Context: an optimization exercise on an open-source flow, tuned for small area, a short achievable clock period and few clock cycles. The choices shown serve that exercise and are no tape-out recipe. Only simulation tests tie the RTL to the original design; equivalence was not proved. Power is estimated from default activity; no workload was simulated.

**run.sh**
```bash
#!/bin/bash
# synth_recipe.tcl (not shown) runs the flow's synth.tcl, then flattens the netlist and writes it again
# the make line also repeats each setting of config.mk as NAME=value (left out here)
make -C /OpenROAD-flow-scripts/flow DESIGN_CONFIG=/design/flow/config.mk WORK_HOME=/design/flow/orfs CLKGATE_MAP_FILE= SYNTH_SCRIPT=/design/flow/synth_recipe.tcl finish
```
**config.mk**
```make
export PLATFORM = sky130hd
export DESIGN_NAME = bale_top
export DESIGN_NICKNAME = bale_top
export VERILOG_FILES = /design/flow/design.v
export SDC_FILE = /design/flow/constraint.sdc
export NUM_CORES = 4
export LEC_CHECK = 0
export CAP_MARGIN = 20
export CORE_MARGIN = 2
export CORE_UTILIZATION = 30
export SLEW_MARGIN = 20
```
**constraint.sdc**
```tcl
create_clock -name core_clock -period 6.0 [get_ports {clk}]
set_input_delay 1.2000 -clock core_clock [delete_from_list [all_inputs] [get_ports {clk}]]
set_output_delay 1.2000 -clock core_clock [all_outputs]
set_load 0.01 [all_outputs]
```
**design.v**
```verilog
`default_nettype none
package bale_pkg;
	localparam int KEY_W = 32;
	localparam int PAY_W = 32;
	localparam int POS_W = 7;
	localparam int CNT_W = 8;
	localparam int REC_W = KEY_W + PAY_W;
	localparam logic [3:0] CMD_INSERT_AT    = 4'd0;
	localparam logic [3:0] CMD_INSERT_FRONT = 4'd1;
	localparam logic [3:0] CMD_INSERT_BACK  = 4'd2;
	localparam logic [3:0] CMD_REMOVE_AT    = 4'd3;
	localparam logic [3:0] CMD_REMOVE_FRONT = 4'd4;
	localparam logic [3:0] CMD_REMOVE_BACK  = 4'd5;
	localparam logic [3:0] CMD_REMOVE_KEY   = 4'd6;
	localparam logic [3:0] CMD_FIND_KEY     = 4'd7;
	localparam logic [3:0] CMD_READ_AT      = 4'd8;
	localparam logic [3:0] CMD_COUNT_KEY    = 4'd9;
	localparam logic [1:0] STS_OK       = 2'd0;
	localparam logic [1:0] STS_RANGE    = 2'd1;
	localparam logic [1:0] STS_EMPTY    = 2'd2;
	localparam logic [1:0] STS_NOTFOUND = 2'd3;
	localparam logic [2:0] OP_NONE    = 3'd0;
	localparam logic [2:0] OP_UP      = 3'd1;
	localparam logic [2:0] OP_DN      = 3'd2;
	localparam logic [2:0] OP_COMPACT = 3'd3;
	localparam logic [2:0] OP_FIND    = 3'd4;
	localparam logic [2:0] OP_READ    = 3'd5;
	localparam logic [2:0] OP_COUNT   = 3'd6;
	localparam logic [1:0] TOT_NONE = 2'd0;
	localparam logic [1:0] TOT_INC  = 2'd1;
	localparam logic [1:0] TOT_DEC  = 2'd2;
	localparam logic [1:0] TOT_SET  = 2'd3;
	typedef struct packed {
		logic [3:0]             cmd;
		logic signed [KEY_W-1:0] key;
		logic [PAY_W-1:0]       payload;
		logic [POS_W-1:0]       position;
	} bale_req_t;
	typedef struct packed {
		logic [1:0]              status;
		logic signed [KEY_W-1:0] found_key;
		logic [PAY_W-1:0]        found_payload;
		logic [CNT_W-1:0]        match_count;
		logic [CNT_W-1:0]        entry_count;
		logic                    is_empty;
		logic                    is_full;
	} bale_rsp_t;
	typedef struct packed {
		logic       load;
		logic       rd_en;
		logic [2:0] op;
		logic       wr_new;
		logic [1:0] tot_op;
		logic       set_status;
		logic [1:0] status;
		logic       publish;
	} bale_ctl_t;
	typedef struct packed {
		logic hit;
		logic found;
	} bale_sts_t;
endpackage
`default_nettype wire
`default_nettype none
import bale_pkg::*;
module bale_ctrl #(
	parameter int DEPTH = 128,
	parameter int AW    = $clog2(DEPTH),
	parameter int CW    = $clog2(DEPTH + 1)
) (
	input  wire logic          clk,
	input  wire logic          arst_n,
	input  wire logic          req_valid,
	output logic               req_ready,
	input  bale_pkg::bale_req_t     req_word,
	output logic               rsp_valid,
	input  wire logic          rsp_ready,
	input  wire logic [CW-1:0] total,
	input  bale_pkg::bale_sts_t     sts,
	output bale_pkg::bale_ctl_t          ctl,
	output logic [AW-1:0]      addr
);
	localparam int XW = (CW > POS_W) ? CW : POS_W;
	localparam logic [2:0] ST_IDLE    = 3'd0;
	localparam logic [2:0] ST_DECIDE  = 3'd1;
	localparam logic [2:0] ST_SCAN    = 3'd2;
	localparam logic [2:0] ST_DRAIN   = 3'd3;
	localparam logic [2:0] ST_FINISH  = 3'd4;
	localparam logic [2:0] ST_PUBLISH = 3'd5;
	logic [2:0]       state_q;
	logic [2:0]       nxt_state;
	logic [3:0]       cmd_q;
	logic [POS_W-1:0] pos_q;
	logic [AW-1:0]    ptr_q;
	logic [AW-1:0]    nxt_ptr;
	logic [AW-1:0]    end_q;
	logic [AW-1:0]    nxt_end;
	logic [AW-1:0]    pe_q;
	logic [AW-1:0]    nxt_pe;
	logic [2:0]       op_q;
	logic [2:0]       nxt_op;
	logic             out_vld_q;
	logic [XW-1:0]    tot_x;
	logic [XW-1:0]    pos_x;
	logic [XW-1:0]    last_x;
	logic [XW-1:0]    ins_x;
	logic [XW-1:0]    rem_x;
	logic             full;
	logic             empty;
	assign tot_x  = XW'(total);
	assign pos_x  = XW'(pos_q);
	assign last_x = tot_x - XW'(1);
	assign full   = (total == CW'(DEPTH));
	assign empty  = (total == '0);
	assign ins_x  = (cmd_q == CMD_INSERT_FRONT) ? '0 :
	                (cmd_q == CMD_INSERT_BACK)  ? tot_x : pos_x;
	assign rem_x  = (cmd_q == CMD_REMOVE_FRONT) ? '0 :
	                (cmd_q == CMD_REMOVE_BACK)  ? last_x : pos_x;
	always_comb begin
		ctl       = '0;
		ctl.op    = op_q;
		addr      = ptr_q;
		nxt_state = state_q;
		nxt_ptr   = ptr_q;
		nxt_end   = end_q;
		nxt_pe    = pe_q;
		nxt_op    = op_q;
		req_ready = (state_q == ST_IDLE);
		case (state_q)
			ST_IDLE: begin
				if (req_valid) begin
					ctl.load  = 1'b1;
					nxt_state = ST_DECIDE;
				end
			end
			ST_DECIDE: begin
				nxt_state = ST_PUBLISH;
				case (cmd_q)
					CMD_INSERT_AT, CMD_INSERT_FRONT, CMD_INSERT_BACK: begin
						if (full || ins_x > tot_x) begin
							ctl.set_status = 1'b1;
							ctl.status     = STS_RANGE;
						end else begin
							nxt_pe = AW'(ins_x);
							if (ins_x == tot_x) begin
								nxt_state = ST_FINISH;
							end else begin
								nxt_ptr   = AW'(last_x);
								nxt_end   = AW'(ins_x);
								nxt_op    = OP_UP;
								nxt_state = ST_SCAN;
							end
						end
					end
					CMD_REMOVE_AT, CMD_REMOVE_FRONT, CMD_REMOVE_BACK: begin
						if (empty) begin
							ctl.set_status = 1'b1;
							ctl.status     = STS_EMPTY;
						end else if (rem_x >= tot_x) begin
							ctl.set_status = 1'b1;
							ctl.status     = STS_RANGE;
						end else if (rem_x == last_x) begin
							nxt_state = ST_FINISH;
						end else begin
							nxt_ptr   = AW'(rem_x + XW'(1));
							nxt_end   = AW'(last_x);
							nxt_op    = OP_DN;
							nxt_state = ST_SCAN;
						end
					end
					CMD_REMOVE_KEY, CMD_FIND_KEY, CMD_COUNT_KEY: begin
						if (empty) begin
							if (cmd_q != CMD_COUNT_KEY) begin
								ctl.set_status = 1'b1;
								ctl.status     = STS_EMPTY;
							end
						end else begin
							nxt_ptr   = '0;
							nxt_end   = AW'(last_x);
							nxt_op    = (cmd_q == CMD_REMOVE_KEY) ? OP_COMPACT :
							            (cmd_q == CMD_FIND_KEY)   ? OP_FIND : OP_COUNT;
							nxt_state = ST_SCAN;
						end
					end
					CMD_READ_AT: begin
						if (empty) begin
							ctl.set_status = 1'b1;
							ctl.status     = STS_EMPTY;
						end else if (pos_x >= tot_x) begin
							ctl.set_status = 1'b1;
							ctl.status     = STS_RANGE;
						end else begin
							nxt_ptr   = AW'(pos_x);
							nxt_end   = AW'(pos_x);
							nxt_op    = OP_READ;
							nxt_state = ST_SCAN;
						end
					end
					default: begin
						nxt_state = ST_PUBLISH;
					end
				endcase
			end
			ST_SCAN: begin
				ctl.rd_en = 1'b1;
				if (ptr_q == end_q) begin
					nxt_state = ST_DRAIN;
				end else if (op_q == OP_UP) begin
					nxt_ptr = ptr_q - AW'(1);
				end else begin
					nxt_ptr = ptr_q + AW'(1);
				end
			end
			ST_DRAIN: begin
				nxt_state = ST_FINISH;
			end
			ST_FINISH: begin
				nxt_state = ST_PUBLISH;
				case (cmd_q)
					CMD_INSERT_AT, CMD_INSERT_FRONT, CMD_INSERT_BACK: begin
						ctl.wr_new = 1'b1;
						ctl.tot_op = TOT_INC;
						addr       = pe_q;
					end
					CMD_REMOVE_AT, CMD_REMOVE_FRONT, CMD_REMOVE_BACK: begin
						ctl.tot_op = TOT_DEC;
					end
					CMD_REMOVE_KEY: begin
						ctl.tot_op     = TOT_SET;
						ctl.set_status = 1'b1;
						ctl.status     = sts.hit ? STS_OK : STS_NOTFOUND;
					end
					CMD_FIND_KEY: begin
						ctl.set_status = 1'b1;
						ctl.status     = sts.found ? STS_OK : STS_NOTFOUND;
					end
					default: begin
						ctl.tot_op = TOT_NONE;
					end
				endcase
			end
			ST_PUBLISH: begin
				if (!out_vld_q || rsp_ready) begin
					ctl.publish = 1'b1;
					nxt_state   = ST_IDLE;
				end
			end
			default: begin
				nxt_state = ST_IDLE;
			end
		endcase
	end
	always_ff @(posedge clk or negedge arst_n) begin
		if (!arst_n) begin
			state_q   <= ST_IDLE;
			cmd_q     <= '0;
			pos_q     <= '0;
			ptr_q     <= '0;
			end_q     <= '0;
			pe_q      <= '0;
			op_q      <= OP_NONE;
			out_vld_q <= 1'b0;
		end else begin
			state_q <= nxt_state;
			ptr_q   <= nxt_ptr;
			end_q   <= nxt_end;
			pe_q    <= nxt_pe;
			op_q    <= nxt_op;
			if (ctl.load) begin
				cmd_q <= req_word.cmd;
				pos_q <= req_word.position;
			end
			if (ctl.publish) begin
				out_vld_q <= 1'b1;
			end else if (rsp_ready) begin
				out_vld_q <= 1'b0;
			end
		end
	end
	assign rsp_valid = out_vld_q;
endmodule
`default_nettype wire
`default_nettype none
import bale_pkg::*;
module bale_datapath #(
	parameter int DEPTH = 128,
	parameter int AW    = $clog2(DEPTH),
	parameter int CW    = $clog2(DEPTH + 1)
) (
	input  wire logic          clk,
	input  wire logic          arst_n,
	input  bale_pkg::bale_ctl_t     ctl,
	input  wire logic [AW-1:0] addr,
	input  bale_pkg::bale_req_t     req_word,
	output logic [CW-1:0]      total,
	output bale_pkg::bale_sts_t          sts,
	output bale_pkg::bale_rsp_t          rsp_word
);
	logic [REC_W-1:0] store_q [DEPTH];
	logic [REC_W-1:0] rd_data_s1;
	logic [AW-1:0]    rd_addr_s1;
	logic             rd_vld_s1;
	logic [KEY_W-1:0] key_q;
	logic [PAY_W-1:0] pay_q;
	logic [CW-1:0]    total_q;
	logic [CW-1:0]    w_q;
	logic [CW-1:0]    mc_q;
	logic             hit_q;
	logic             found_q;
	logic [KEY_W-1:0] fk_q;
	logic [PAY_W-1:0] fp_q;
	logic [1:0]       status_q;
	bale_pkg::bale_rsp_t        rsp_q;
	logic             s1_match;
	logic             wr_en;
	logic [AW-1:0]    wr_addr;
	logic [REC_W-1:0] wr_data;
	assign s1_match = rd_vld_s1 && (rd_data_s1[REC_W-1:PAY_W] == key_q);
	always_comb begin
		wr_en   = 1'b0;
		wr_addr = addr;
		wr_data = {key_q, pay_q};
		if (ctl.wr_new) begin
			wr_en = 1'b1;
		end else if (rd_vld_s1) begin
			wr_data = rd_data_s1;
			case (ctl.op)
				OP_UP: begin
					wr_en   = 1'b1;
					wr_addr = rd_addr_s1 + AW'(1);
				end
				OP_DN: begin
					wr_en   = 1'b1;
					wr_addr = rd_addr_s1 - AW'(1);
				end
				OP_COMPACT: begin
					wr_en   = !s1_match;
					wr_addr = w_q[AW-1:0];
				end
				default: begin
					wr_en = 1'b0;
				end
			endcase
		end
	end
	always_ff @(posedge clk) begin
		if (wr_en) begin
			store_q[wr_addr] <= wr_data;
		end
		if (ctl.rd_en) begin
			rd_data_s1 <= store_q[addr];
			rd_addr_s1 <= addr;
		end
	end
	always_ff @(posedge clk) begin
		if (ctl.load) begin
			key_q <= req_word.key;
			pay_q <= req_word.payload;
		end
		if (ctl.publish) begin
			rsp_q.status        <= status_q;
			rsp_q.found_key     <= fk_q;
			rsp_q.found_payload <= fp_q;
			rsp_q.match_count   <= CNT_W'(mc_q);
			rsp_q.entry_count   <= CNT_W'(total_q);
			rsp_q.is_empty      <= (total_q == '0);
			rsp_q.is_full       <= (total_q == CW'(DEPTH));
		end
	end
	always_ff @(posedge clk or negedge arst_n) begin
		if (!arst_n) begin
			rd_vld_s1 <= 1'b0;
			total_q   <= '0;
			w_q       <= '0;
			mc_q      <= '0;
			hit_q     <= 1'b0;
			found_q   <= 1'b0;
			fk_q      <= '0;
			fp_q      <= '0;
			status_q  <= STS_OK;
		end else begin
			rd_vld_s1 <= ctl.rd_en;
			if (ctl.load) begin
				w_q      <= '0;
				mc_q     <= '0;
				hit_q    <= 1'b0;
				found_q  <= 1'b0;
				fk_q     <= '0;
				fp_q     <= '0;
				status_q <= STS_OK;
			end else begin
				if (ctl.set_status) begin
					status_q <= ctl.status;
				end
				if (rd_vld_s1) begin
					case (ctl.op)
						OP_COMPACT: begin
							if (s1_match) begin
								hit_q <= 1'b1;
							end else begin
								w_q <= w_q + CW'(1);
							end
						end
						OP_FIND: begin
							if (s1_match && !found_q) begin
								found_q <= 1'b1;
								fk_q    <= rd_data_s1[REC_W-1:PAY_W];
								fp_q    <= rd_data_s1[PAY_W-1:0];
							end
						end
						OP_READ: begin
							fk_q <= rd_data_s1[REC_W-1:PAY_W];
							fp_q <= rd_data_s1[PAY_W-1:0];
						end
						OP_COUNT: begin
							if (s1_match) begin
								mc_q <= mc_q + CW'(1);
							end
						end
						default: begin
						end
					endcase
				end
			end
			case (ctl.tot_op)
				TOT_INC:  total_q <= total_q + CW'(1);
				TOT_DEC:  total_q <= total_q - CW'(1);
				TOT_SET:  total_q <= w_q;
				default:  total_q <= total_q;
			endcase
		end
	end
	assign total     = total_q;
	assign sts.hit   = hit_q;
	assign sts.found = found_q;
	assign rsp_word  = rsp_q;
endmodule
`default_nettype wire
`default_nettype none
import bale_pkg::*;
module bale_top (
	input  wire logic              clk,
	input  wire logic              arst_n,
	input  wire logic              req_valid,
	output logic                   req_ready,
	input  wire logic [3:0]        req_cmd,
	input  wire logic [KEY_W-1:0]  req_key,
	input  wire logic [PAY_W-1:0]  req_payload,
	input  wire logic [POS_W-1:0]  req_position,
	output logic                   rsp_valid,
	input  wire logic              rsp_ready,
	output logic [1:0]             rsp_status,
	output logic [KEY_W-1:0]       rsp_found_key,
	output logic [PAY_W-1:0]       rsp_found_payload,
	output logic [CNT_W-1:0]       rsp_match_count,
	output logic [CNT_W-1:0]       rsp_entry_count,
	output logic                   rsp_is_empty,
	output logic                   rsp_is_full
);
	localparam int DEPTH = 64;
	localparam int AW    = $clog2(DEPTH);
	localparam int CW    = $clog2(DEPTH + 1);
	bale_pkg::bale_ctl_t     ctl;
	bale_pkg::bale_sts_t     sts;
	logic [AW-1:0] addr;
	logic [CW-1:0] total;
	bale_pkg::bale_req_t     req_word;
	bale_pkg::bale_rsp_t     rsp_word;
	assign req_word.cmd      = req_cmd;
	assign req_word.key      = req_key;
	assign req_word.payload  = req_payload;
	assign req_word.position = req_position;
	bale_ctrl #(
		.DEPTH (DEPTH),
		.AW    (AW),
		.CW    (CW)
	) u_ctrl (
		.clk       (clk),
		.arst_n    (arst_n),
		.req_valid (req_valid),
		.req_ready (req_ready),
		.req_word  (req_word),
		.rsp_valid (rsp_valid),
		.rsp_ready (rsp_ready),
		.total     (total),
		.sts       (sts),
		.ctl       (ctl),
		.addr      (addr)
	);
	bale_datapath #(
		.DEPTH (DEPTH),
		.AW    (AW),
		.CW    (CW)
	) u_datapath (
		.clk      (clk),
		.arst_n   (arst_n),
		.ctl      (ctl),
		.addr     (addr),
		.req_word (req_word),
		.total    (total),
		.sts      (sts),
		.rsp_word (rsp_word)
	);
	assign rsp_status        = rsp_word.status;
	assign rsp_found_key     = rsp_word.found_key;
	assign rsp_found_payload = rsp_word.found_payload;
	assign rsp_match_count   = rsp_word.match_count;
	assign rsp_entry_count   = rsp_word.entry_count;
	assign rsp_is_empty      = rsp_word.is_empty;
	assign rsp_is_full       = rsp_word.is_full;
endmodule
`default_nettype wire
```
==> qor.txt <==
Final Hold Violating Endpoints -> 0
HP Class -> input port to asynchronous set/reset pin
F_max -> 194 MHz
PwrDens -> 471 nW/um2
Depth of the most critical reg-to-reg path -> 10
Buffers added on ports -> 162
Leak Pwr -> 63.4 nW
Mux share of post-synthesis cell area -> 6.46%
Post-synthesis cell type count -> 85
Setup violators final -> 0
CP required -> 6660 ps
VDD IR max -> 0.000421 V
YS warnings -> 2
Clock slew at reported path FFs -> 70 ps
Top cell type's share of synthesized area -> 75.5%
Max-slew violations -> 0
Status -> timing/DRC/antenna clean
Initial antenna violation count -> 14
Core Box Area -> 569000 um2
Least-Margin Pin Slew -> 1210 ps
FF-to-FF End -> u_datapath.store_q[33][25]
R2R Path Start -> u_ctrl.cmd_q[3]
Post-DRT Antenna Nets -> 0
Cts bufs inserted -> 412
Vias -> 99800
Fin crit share -> 86.0%
Vias in the first global route -> 95400
Max-cap violations -> 0
Share of cells above drive strength 1 -> 13.6%
Crit Path Max Fanout -> 30
Fin Hold WS -> 156 ps
Critical Path AT -> 5820 ps
Post-synth EDFFs -> 4312
# Post-CTS Setup Buffers -> 0
Final RePlAce weighted congestion -> 0.832
Die height -> 760 um
Synth Area in XOR/XNOR -> 0.363%
Wire length of the first global-routing pass -> 731 mm
Synth Area in Simple Gates -> 10.5%
Wire per inst -> 27.4 um
Main synth FF type -> edfxtp_1
Hold_buf cts -> 0
# clock sinks -> 4438
Die ar. -> 577000 um2
Fin Setup TNS -> 0 ps
Clock Root Buffer -> clkbuf_16
Die W -> 760 um
# IOs -> 165
Clock skew after layout -> 60.1 ps
Row count -> 277
Compound-Gate Fraction of Synth Area -> 3.26%
Mapped Avg Cell Area -> 16.0 um2
Critical path startpoint category -> register
Adder-Cell Fraction of Synth Area -> 0.257%
DR iter-0 viols -> 14300
Area Growth Syn to Fin -> 15.8%
Clk buf depth -> 4
Pre-antenna DRT Iters -> 6
Unrepaired setup endpoints after global routing -> no
Yosys reg bits -> 4438
Resize count post-CTS -> 0
Sequential share of the synthesized area -> 77.4%
Global route overflow -> 0
Later-pin clock latency in the skew report -> 1020 ps
H-tree depth -> 5
CTS tree -> done
DRC -> 0
Asr flop ratio synth -> 2.84%
Yosys top cell by area -> edfxtp_1
Initial Util -> 30.1%
Fin crit period -> 5160 ps
GR Util All Layers -> 17.2%
Rel. slew slack -> 19.2%
DR vias/cell -> 5.28
Flop2flop setup slack -> 840 ps
Post-Route WL -> 518 mm
Syn Inst Count -> 10700
Area contributors post-synth -> edfxtp_1 (76%), nand2_1 (5.4%), mux4_2 (5.0%), nand3_1 (2.6%), dfrtp_1 (1.8%)
Largest net degree at the start of global routing -> 155
Largest family of logic cells by synthesized area -> simple AND/OR/NAND/NOR gates
Mapped Area -> 171000 um2
Nature of the critical path endpoint -> register
Setup CP Type -> register to register
DP HPWL -> 285 mm
Final net count -> 11100
==> state kept, by name (all words and copies together) (netlist names) <==
| register | cells |
|---|---|
| u_datapath.hit_q | 1 |
| u_ctrl.pos_q | 7 |
| u_ctrl.ptr_q | 6 |
| u_ctrl.pe_q | 6 |
| u_ctrl.state_q | 3 |
| u_datapath.w_q | 7 |
| u_ctrl.out_vld_q | 1 |
| u_datapath.fk_q | 32 |
| u_datapath.rd_addr_s1 | 6 |
| u_datapath.pay_q | 32 |
| u_ctrl.cmd_q | 4 |
| u_datapath.rd_vld_s1 | 1 |
| u_datapath.found_q | 1 |
| u_datapath.total_q | 7 |
| u_ctrl.end_q | 6 |
| u_datapath.rsp_q | 82 |
| u_ctrl.op_q | 3 |
| u_datapath.rd_data_s1 | 64 |
| u_datapath.mc_q | 7 |
| u_datapath.store_q | 4096 |
| u_datapath.fp_q | 32 |
| u_datapath.key_q | 32 |
| u_datapath.status_q | 2 |
==> cell usage after synthesis, types with 31 or more instances <==
master	count
and4_1	69
nand4_1	372
o21ai_0	52
nor2_1	202
mux2_2	74
mux4_2	384
ha_1	32
buf_2	251
clkbuf_1	286
inv_1	31
dfrtp_1	126
a32oi_1	86
mux2i_1	156
a22oi_1	88
a31oi_1	294
a21oi_1	60
xor2_1	46
nand3_1	879
buf_1	50
nand2_1	2463
edfxtp_1	4312
a22o_1	66
==> cells in the final DEF, fill, tap and decap left out, types with 126 or more instances in the layout <==
| master | netlist | layout |
|---|---|---|
| clkdlybuf4s50_1 | 0 | 161 |
| buf_4 | 27 | 244 |
| edfxtp_1 | 4312 | 4312 |
| a31oi_1 | 294 | 294 |
| mux2i_1 | 156 | 156 |
| mux4_2 | 384 | 384 |
| nand2_1 | 2463 | 2463 |
| clkbuf_16 | 0 | 416 |
| nand3_1 | 879 | 877 |
| dfrtp_1 | 126 | 126 |
| nand4_1 | 372 | 372 |
| buf_12 | 0 | 145 |
==> worst max-delay path, stage by stage (launching register included) <==
cell and delay (ps):
dfrtp_1 700, a211o_1 620, nor2_4 300, mux2i_1 770, inv_8 270, o21ai_0 560
nor2b_1 250, nand3_1 120, buf_4 270, nor2_4 540, buf_12 340
==> stage by stage <==
step	setup WS [ps]	instances	utilization (%)	power (mW)	area, um2
5_1_grt	682	18900	34.9	97.0	199000
4_1_cts	901	18900	34.9	93.7	198000
6_report	838	18900	34.9	93.5	199000
3_3_place_gp	896	18100	32.5	67.3	185000
3_5_place_dp	970	18100	32.5	67.5	185000
2_1_floorplan	37.2	10700	-	56.9	171000
==> routing by layer <==
metal / vias up / global-route usage (%) / routed length (um)
met3: 839 / 2.43 / 44100
met4: 4 / 5.65 / 18800
met2: 5182 / 27.4 / 241000
met1: 51900 / 24.4 / 214000
li1: 41900 / - / -
met5: - / 0 / 27
==> layout make-up <==
cell class,count,area (um2)
Clock inverter,252,2560
Timing Repair Buffer,552,6390
Clock buffer,512,10900
Fill cell,53600,371000
Sequential cell,4438,133000
Tap cell,7533,9430
Multi-Input combinational cell,5582,36500
Antenna cell,1,2.50
Inverter,36,166
==> report_power, final <==
part / internal (mW) / switching, mW
clock: 14.6 / 11.8
sequential: 37.9 / 0.947
combinational: 8.64 / 19.5
==> cell families (layout without fill, tap and decap cells) <==
kind of cell,after synthesis,count (layout)
compound gates,774,774
xor+xnor,71,71
fa+ha+maj,34,34
buf+inv,668,1352
flops,4438,4438
mux,615,615
other cells,1,3
simple gates,4086,4086
==> worst max-delay path by stage <==
stage	start	end	slack (ps)	depth (start not counted)
2_1_floorplan	u_ctrl.op_q[2]	u_datapath.store_q[0][0]	40	11
3_3_place_gp	u_ctrl.cmd_q[3]	u_datapath.store_q[33][11]	900	10
6_report	u_ctrl.cmd_q[3]	u_datapath.store_q[33][25]	840	10
4_1_cts	u_ctrl.cmd_q[3]	u_datapath.store_q[33][32]	900	10
5_1_grt	u_ctrl.cmd_q[3]	u_datapath.store_q[33][32]	680	10
3_5_place_dp	u_ctrl.cmd_q[3]	u_datapath.store_q[33][25]	970	10
Testbench counts, summed over its fixed seeds: cycles 152,097.

-- port drivers added, routing unchanged --
How much do the figures lean on ideal ports? The routed layout below was timed once more, with nothing changed but the port constraints. Step 1, drivers: a clkbuf_16 drives clk and a buf_2 each remaining input, both assumed. Step 2 moves the port delays by t, midway between the first and last clock arrival at a register: inputs arrive t later, outputs are due t later. That takes back most of the time a late clock gives input paths. a / b / c = no drivers / after step 1 / after step 2; a / b = the first two.
shift t [ns]: 1.096
setup slack, ns: 0.838 / 0.838 / 0.838
worst setup path after step 2: register to register
After both steps this run still meets setup and hold. For this run, drivers alone change the setup slack by 0.000 ns; drivers and shift together by 0.000 ns.
